Background: an optimization exercise with open tools, aiming at small area, a short achievable clock period and few clock cycles per item. Do not read the settings as production practice.
Where RTL was checked, it was by simulation tests only, not by an equivalence proof against the original.

==> 11-23: inputs <==
Design iir_direct_form_two_filter, start of the top module:
module iir_direct_form_two_filter (
    input  logic                                   aclk,
    input  logic                                   aresetn,
    input  logic                                   s_valid,
    output logic                                   s_ready,
    input  logic signed [iirdf2_pkg::SAMPLE_W-1:0] s_sample_in,
    output logic                                   m_valid,
    input  logic                                   m_ready,
    output logic signed [iirdf2_pkg::SAMPLE_W-1:0] m_sample_out,
    output logic                                   m_clipped,
    input  logic                                   cfg_wr_en,
    input  logic [iirdf2_pkg::REG_IDX_W-1:0]       cfg_index,
    input  logic [iirdf2_pkg::COEF_W-1:0]          cfg_data
);
==> module iir_direct_form_two_filter, before the edit <==
module iir_direct_form_two_filter (
    input  logic                                   aclk,
    input  logic                                   aresetn,
    input  logic                                   s_valid,
    output logic                                   s_ready,
    input  logic signed [iirdf2_pkg::SAMPLE_W-1:0] s_sample_in,
    output logic                                   m_valid,
    input  logic                                   m_ready,
    output logic signed [iirdf2_pkg::SAMPLE_W-1:0] m_sample_out,
    output logic                                   m_clipped,
    input  logic                                   cfg_wr_en,
    input  logic [iirdf2_pkg::REG_IDX_W-1:0]       cfg_index,
    input  logic [iirdf2_pkg::COEF_W-1:0]          cfg_data
);
    localparam int EW  = iirdf2_pkg::ENC_W;
    localparam int SW  = iirdf2_pkg::STATE_W;
    localparam int WW  = iirdf2_pkg::WSUM_W;
    localparam int YW  = iirdf2_pkg::YSUM_W;
    localparam int XW  = iirdf2_pkg::SAMPLE_W;
    logic [EW-1:0] b0e, b1e, b2e, b3e, a1e, a2e, a3e;
    logic [SW-1:0] d1, d2, d3;
    logic [SW-1:0] d1n;       
    logic [SW-1:0] d1y;       
    logic          vb, vc, m_valid_reg;
    logic [WW-1:0] pa_b, pb_b;
    logic [YW-1:0] ra_b, rb_b, qa_c, qb_c;
    logic          whit_c;
    logic [XW-1:0] y_reg;
    logic          clip_reg;
    logic          adv;
    logic [SW-1:0] s2, s3;
    logic [WW-1:0] pa_next, pb_next, wa, wb;
    logic [YW-1:0] ra_next, rb_next, qa_next, qb_next, ya, yb;
    logic [SW-1:0] w_sat;
    logic          w_hit, y_hit;
    logic [XW-1:0] y_sat;
    assign adv     = !m_valid_reg || m_ready;
    assign s_ready = adv;
    always_ff @(posedge aclk) begin
        if (!aresetn) begin
            b0e <= iirdf2_pkg::ENC_B_ONE;
            b1e <= iirdf2_pkg::ENC_B_ZERO;
            b2e <= iirdf2_pkg::ENC_B_ZERO;
            b3e <= iirdf2_pkg::ENC_B_ZERO;
            a1e <= iirdf2_pkg::ENC_A_ZERO;
            a2e <= iirdf2_pkg::ENC_A_ZERO;
            a3e <= iirdf2_pkg::ENC_A_ZERO;
        end else if (cfg_wr_en) begin
            case (cfg_index)
                3'd0: b0e <= iirdf2_pkg::booth_enc(cfg_data, 1'b0);
                3'd1: b1e <= iirdf2_pkg::booth_enc(cfg_data, 1'b0);
                3'd2: b2e <= iirdf2_pkg::booth_enc(cfg_data, 1'b0);
                3'd3: b3e <= iirdf2_pkg::booth_enc(cfg_data, 1'b0);
                3'd4: a1e <= iirdf2_pkg::booth_enc(cfg_data, 1'b1);
                3'd5: a2e <= iirdf2_pkg::booth_enc(cfg_data, 1'b1);
                3'd6: a3e <= iirdf2_pkg::booth_enc(cfg_data, 1'b1);
                default: ;
            endcase
        end
    end
    assign s2 = vb ? d1 : d2;
    assign s3 = vb ? d2 : d3;
    iirdf2_sum_p u_p (.a1e(a1e), .a2e(a2e), .a3e(a3e), .s2(s2), .s3(s3), .x(s_sample_in),
                      .sa(pa_next), .sb(pb_next));
    iirdf2_sum_r u_r (.b1e(b1e), .b2e(b2e), .b3e(b3e), .s3(s3),
                      .sa(ra_next), .sb(rb_next));
    iirdf2_sum_w u_w (.a1e(a1e), .d1n(d1n), .pa(pa_b), .pb(pb_b), .sa(wa), .sb(wb));
    iirdf2_sum_q u_q (.b0e(b0e), .b1e(b1e), .b2e(b2e), .d1(d1), .d2(d2), .ra(ra_b), .rb(rb_b), .sa(qa_next), .sb(qb_next));
    iirdf2_sat #(.IN_W(WW), .OUT_W(SW)) u_wsat (.sa(wa), .sb(wb), .q(w_sat), .hit(w_hit));
    iirdf2_sum_y u_y (.b0e(b0e), .d1(d1y), .qa(qa_c), .qb(qb_c), .sa(ya), .sb(yb));
    iirdf2_sat #(.IN_W(YW), .OUT_W(XW)) u_ysat (.sa(ya), .sb(yb), .q(y_sat), .hit(y_hit));
    always_ff @(posedge aclk) begin
        if (!aresetn) begin
            vb          <= 1'b0;
            vc          <= 1'b0;
            m_valid_reg <= 1'b0;
        end else if (adv) begin
            vb          <= s_valid;
            vc          <= vb;
            m_valid_reg <= vc;
        end
    end
    always_ff @(posedge aclk) begin
        if (!aresetn) begin
            d1  <= '0;
            d1n <= '1;
            d2  <= '0;
            d3  <= '0;
        end else if (adv && vb) begin
            d1  <= w_sat;
            d1n <= ~w_sat;
            d2 <= d1;
            d3 <= d2;
        end
    end
    always_ff @(posedge aclk) begin
        if (adv && vb) begin
            d1y <= w_sat;
        end
    end
    always_ff @(posedge aclk) begin
        if (adv) begin
            pa_b   <= pa_next;
            pb_b   <= pb_next;
            ra_b   <= ra_next;
            rb_b   <= rb_next;
            qa_c   <= qa_next;
            qb_c   <= qb_next;
            whit_c <= w_hit;
            if (vc) begin
                y_reg    <= y_sat;
                clip_reg <= whit_c | y_hit;
            end
        end
    end
    assign m_valid      = m_valid_reg;
    assign m_sample_out = y_reg;
    assign m_clipped    = clip_reg;
endmodule
==> flow/config.mk <==
export PLATFORM = sky130hd
export DESIGN_NAME = iir_direct_form_two_filter
export DESIGN_NICKNAME = iir_direct_form_two_filter
export VERILOG_FILES = /design/flow/design.v
export SDC_FILE = /design/flow/constraint.sdc
export NUM_CORES = 4
export LEC_CHECK = 0
export ABC_AREA = 1
export CAP_MARGIN = 20
export CELL_PAD_IN_SITES_DETAIL_PLACEMENT = 1
export CORE_MARGIN = 2
export CORE_UTILIZATION = 40
export PLACE_DENSITY = 0.5
export SETUP_SLACK_MARGIN = 3.2
export SLEW_MARGIN = 20
==> flow/constraint.sdc <==
create_clock -name core_clock -period 9.0 [get_ports {aclk}]
set_input_delay 1.8000 -clock core_clock [delete_from_list [all_inputs] [get_ports {aclk}]]
set_output_delay 1.8000 -clock core_clock [all_outputs]
set_load 0.01 [all_outputs]
standard.sh (not shown) runs the stock make flow with config.mk's settings and CLKGATE_MAP_FILE= SYNTH_SCRIPT=/design/flow/synth_recipe.tcl, a recipe that flattens the netlist after the stock synthesis.
==> flow/flow/run.sh <==
#!/bin/bash
# Standard layout, with one netlist step between synthesis and floorplan:
# flow/polarity.py re-assigns the polarity of the full adders (and xor/xnor
# gates) of the synthesized netlist to drop most inverters between them.
# Registers and ports are left as they are.
set -euo pipefail
R=orfs/results/${FLOW_PLATFORM}/iir_direct_form_two_filter/base
bash standard.sh synth > synth.log 2>&1
cp $R/1_2_yosys.v 1_2_yosys.orig.v
python3 flow/polarity.py 1_2_yosys.orig.v $R/1_2_yosys.v 300000 > polarity.log 2>&1
rm -f $R/1_synth.odb $R/1_synth.sdc
bash standard.sh > layout.log 2>&1
Other scripts of this flow, unchanged in this note and not shown: flow/flow/polarity.py
==> inputs of 01-15, as changes to 11-23 <==
--- a/flow/design.v
+++ b/flow/design.v
@@ -4923,20 +4923,22 @@
     localparam int WW  = iirdf2_pkg::WSUM_W;
     localparam int YW  = iirdf2_pkg::YSUM_W;
     localparam int XW  = iirdf2_pkg::SAMPLE_W;
+    localparam int FW  = iirdf2_pkg::FRAC_W;
     logic [EW-1:0] b0e, b1e, b2e, b3e, a1e, a2e, a3e;
     logic [SW-1:0] d1, d2, d3;
     logic [SW-1:0] d1n;       
     logic [SW-1:0] d1y;       
-    logic          vb, vc, m_valid_reg;
+    logic          vb, vc, vd, m_valid_reg;
     logic [WW-1:0] pa_b, pb_b;
     logic [YW-1:0] ra_b, rb_b, qa_c, qb_c;
-    logic          whit_c;
+    logic          whit_c, whit_d;
+    logic [YW-1:FW] yq_d;        
     logic [XW-1:0] y_reg;
     logic          clip_reg;
     logic          adv;
     logic [SW-1:0] s2, s3;
     logic [WW-1:0] pa_next, pb_next, wa, wb;
-    logic [YW-1:0] ra_next, rb_next, qa_next, qb_next, ya, yb;
+    logic [YW-1:0] ra_next, rb_next, qa_next, qb_next, ya, yb, y_sum;
     logic [SW-1:0] w_sat;
     logic          w_hit, y_hit;
     logic [XW-1:0] y_sat;
@@ -4974,16 +4976,23 @@
     iirdf2_sum_q u_q (.b0e(b0e), .b1e(b1e), .b2e(b2e), .d1(d1), .d2(d2), .ra(ra_b), .rb(rb_b), .sa(qa_next), .sb(qb_next));
     iirdf2_sat #(.IN_W(WW), .OUT_W(SW)) u_wsat (.sa(wa), .sb(wb), .q(w_sat), .hit(w_hit));
     iirdf2_sum_y u_y (.b0e(b0e), .d1(d1y), .qa(qa_c), .qb(qb_c), .sa(ya), .sb(yb));
-    iirdf2_sat #(.IN_W(YW), .OUT_W(XW)) u_ysat (.sa(ya), .sb(yb), .q(y_sat), .hit(y_hit));
+    assign y_sum = ya + yb;
+    always_comb begin
+        y_hit = !((&yq_d[YW-1:FW+XW-1]) || !(|yq_d[YW-1:FW+XW-1]));
+        y_sat = yq_d[FW+XW-1:FW];
+        if (y_hit) y_sat = {yq_d[YW-1], {(XW-1){!yq_d[YW-1]}}};
+    end
     always_ff @(posedge aclk) begin
         if (!aresetn) begin
             vb          <= 1'b0;
             vc          <= 1'b0;
+            vd          <= 1'b0;
             m_valid_reg <= 1'b0;
         end else if (adv) begin
             vb          <= s_valid;
             vc          <= vb;
-            m_valid_reg <= vc;
+            vd          <= vc;
+            m_valid_reg <= vd;
         end
     end
     always_ff @(posedge aclk) begin
@@ -5013,9 +5022,11 @@
             qa_c   <= qa_next;
             qb_c   <= qb_next;
             whit_c <= w_hit;
-            if (vc) begin
+            whit_d <= whit_c;
+            yq_d   <= y_sum[YW-1:FW];
+            if (vd) begin
                 y_reg    <= y_sat;
-                clip_reg <= whit_c | y_hit;
+                clip_reg <= whit_d | y_hit;
             end
         end
     end
- SETUP_SLACK_MARGIN: 3.2 -> 3.0
==> inputs of 08-18, as changes to 11-23 <==
--- a/flow/design.v
+++ b/flow/design.v
@@ -4923,20 +4923,22 @@
     localparam int WW  = iirdf2_pkg::WSUM_W;
     localparam int YW  = iirdf2_pkg::YSUM_W;
     localparam int XW  = iirdf2_pkg::SAMPLE_W;
+    localparam int FW  = iirdf2_pkg::FRAC_W;
     logic [EW-1:0] b0e, b1e, b2e, b3e, a1e, a2e, a3e;
     logic [SW-1:0] d1, d2, d3;
     logic [SW-1:0] d1n;       
     logic [SW-1:0] d1y;       
-    logic          vb, vc, m_valid_reg;
+    logic          vb, vc, vd, m_valid_reg;
     logic [WW-1:0] pa_b, pb_b;
     logic [YW-1:0] ra_b, rb_b, qa_c, qb_c;
-    logic          whit_c;
+    logic          whit_c, whit_d;
+    logic [YW-1:FW] yq_d;        
     logic [XW-1:0] y_reg;
     logic          clip_reg;
     logic          adv;
     logic [SW-1:0] s2, s3;
     logic [WW-1:0] pa_next, pb_next, wa, wb;
-    logic [YW-1:0] ra_next, rb_next, qa_next, qb_next, ya, yb;
+    logic [YW-1:0] ra_next, rb_next, qa_next, qb_next, ya, yb, y_sum;
     logic [SW-1:0] w_sat;
     logic          w_hit, y_hit;
     logic [XW-1:0] y_sat;
@@ -4974,16 +4976,23 @@
     iirdf2_sum_q u_q (.b0e(b0e), .b1e(b1e), .b2e(b2e), .d1(d1), .d2(d2), .ra(ra_b), .rb(rb_b), .sa(qa_next), .sb(qb_next));
     iirdf2_sat #(.IN_W(WW), .OUT_W(SW)) u_wsat (.sa(wa), .sb(wb), .q(w_sat), .hit(w_hit));
     iirdf2_sum_y u_y (.b0e(b0e), .d1(d1y), .qa(qa_c), .qb(qb_c), .sa(ya), .sb(yb));
-    iirdf2_sat #(.IN_W(YW), .OUT_W(XW)) u_ysat (.sa(ya), .sb(yb), .q(y_sat), .hit(y_hit));
+    assign y_sum = ya + yb;
+    always_comb begin
+        y_hit = !((&yq_d[YW-1:FW+XW-1]) || !(|yq_d[YW-1:FW+XW-1]));
+        y_sat = yq_d[FW+XW-1:FW];
+        if (y_hit) y_sat = {yq_d[YW-1], {(XW-1){!yq_d[YW-1]}}};
+    end
     always_ff @(posedge aclk) begin
         if (!aresetn) begin
             vb          <= 1'b0;
             vc          <= 1'b0;
+            vd          <= 1'b0;
             m_valid_reg <= 1'b0;
         end else if (adv) begin
             vb          <= s_valid;
             vc          <= vb;
-            m_valid_reg <= vc;
+            vd          <= vc;
+            m_valid_reg <= vd;
         end
     end
     always_ff @(posedge aclk) begin
@@ -5013,9 +5022,11 @@
             qa_c   <= qa_next;
             qb_c   <= qb_next;
             whit_c <= w_hit;
-            if (vc) begin
+            whit_d <= whit_c;
+            yq_d   <= y_sum[YW-1:FW];
+            if (vd) begin
                 y_reg    <= y_sat;
-                clip_reg <= whit_c | y_hit;
+                clip_reg <= whit_d | y_hit;
             end
         end
     end
==> comparison table <==
quantity                                                                    08-18                  01-15                  11-23
Relative area change from synthesis to final layout                         14.0%                  11.6%                  13.4%
Share of final layout cell area taken by non-clock buffers                  6.18%                  5.54%                  5.86%
Setup Skew                                                                41.3 ps                42.6 ps                40.6 ps
Final routed wirelength across all metal layers                        384,000 µm             379,000 µm             389,000 µm
Outcome                                          no timing/DRC/antenna violations  no timing/DRC/antenna violations  no timing/DRC/antenna violations
Setup WS pre-CTS                                                          1530 ps                1530 ps                2080 ps
Crit path max fanout                                                           11                     17                     11
Global routing usage on met2                                                52.1%                  51.9%                  53.7%
Data arrival time of the critical path                                    6290 ps                6370 ps                6490 ps
Crit-path most repeated cell                                sky130_fd_sc_hd__fa_2  sky130_fd_sc_hd__fa_1  sky130_fd_sc_hd__fa_1
Met3 demand-to-capacity share in global routing                             11.0%                  10.7%                  9.67%
Launch instance of the worst register-to-register path                     a1e[1]                     vb                d1y[22]
Stage delay of the slowest cell on the critical path                       580 ps                 800 ps                 580 ps
1st-iter DRT viols                                                          9,019                  9,269                  9,134
Antenna violations before repair                                               17                     14                     16
Levels on crit path                                                            22                     11                     23
Synthesized area divided by synthesized cell count                       10.0 µm²               10.0 µm²               9.91 µm²
Hold EP                                                                    a3e[0]                 whit_d                 a3e[1]
Starting Density                                                            40.3%                  40.3%                  40.2%
Required arrival time at the worst endpoint                               9460 ps                9430 ps                9430 ps
Clock tree sinks                                                              613                    613                    581
Testbench counts of 01-15, summed over its fixed seeds: cycles 3,232, samples 3,200.
Testbench counts of 08-18, summed over its fixed seeds: cycles 3,232, samples 3,200.
For 11-23, only the layout was checked, not whether the RTL still works.

-- separate check: timing with driven ports --
The results above use ideal ports. As a check the final layouts listed here were re-extracted and re-timed, cells and wires unchanged.
Step 1, drivers: a clkbuf_16 drives aclk and a buf_2 each remaining input, both assumed.
Step 2, shift: input delay + t, output delay - t, t = (earliest + latest rising clock arrival at the registers) / 2. This alone moves slack from input paths to output paths.
a / b / c = ideal ports / drivers / drivers and shift; a / b = the first two.
run | shift t [ns] | setup slack, ns | slew at the worst register clock pin (ns) | pins driven straight from the clock port
11-23 | 0.778 | 2.933 / 2.933 / 2.933 | 0.09 / 0.09 | 1
01-15 | 0.764 | 3.063 / 3.063 / 3.063 | 0.07 / 0.07 | 1
08-18 | 0.770 | 3.178 / 3.178 / 3.178 | 0.07 / 0.07 | 1
After both steps every run listed still meets setup and hold.
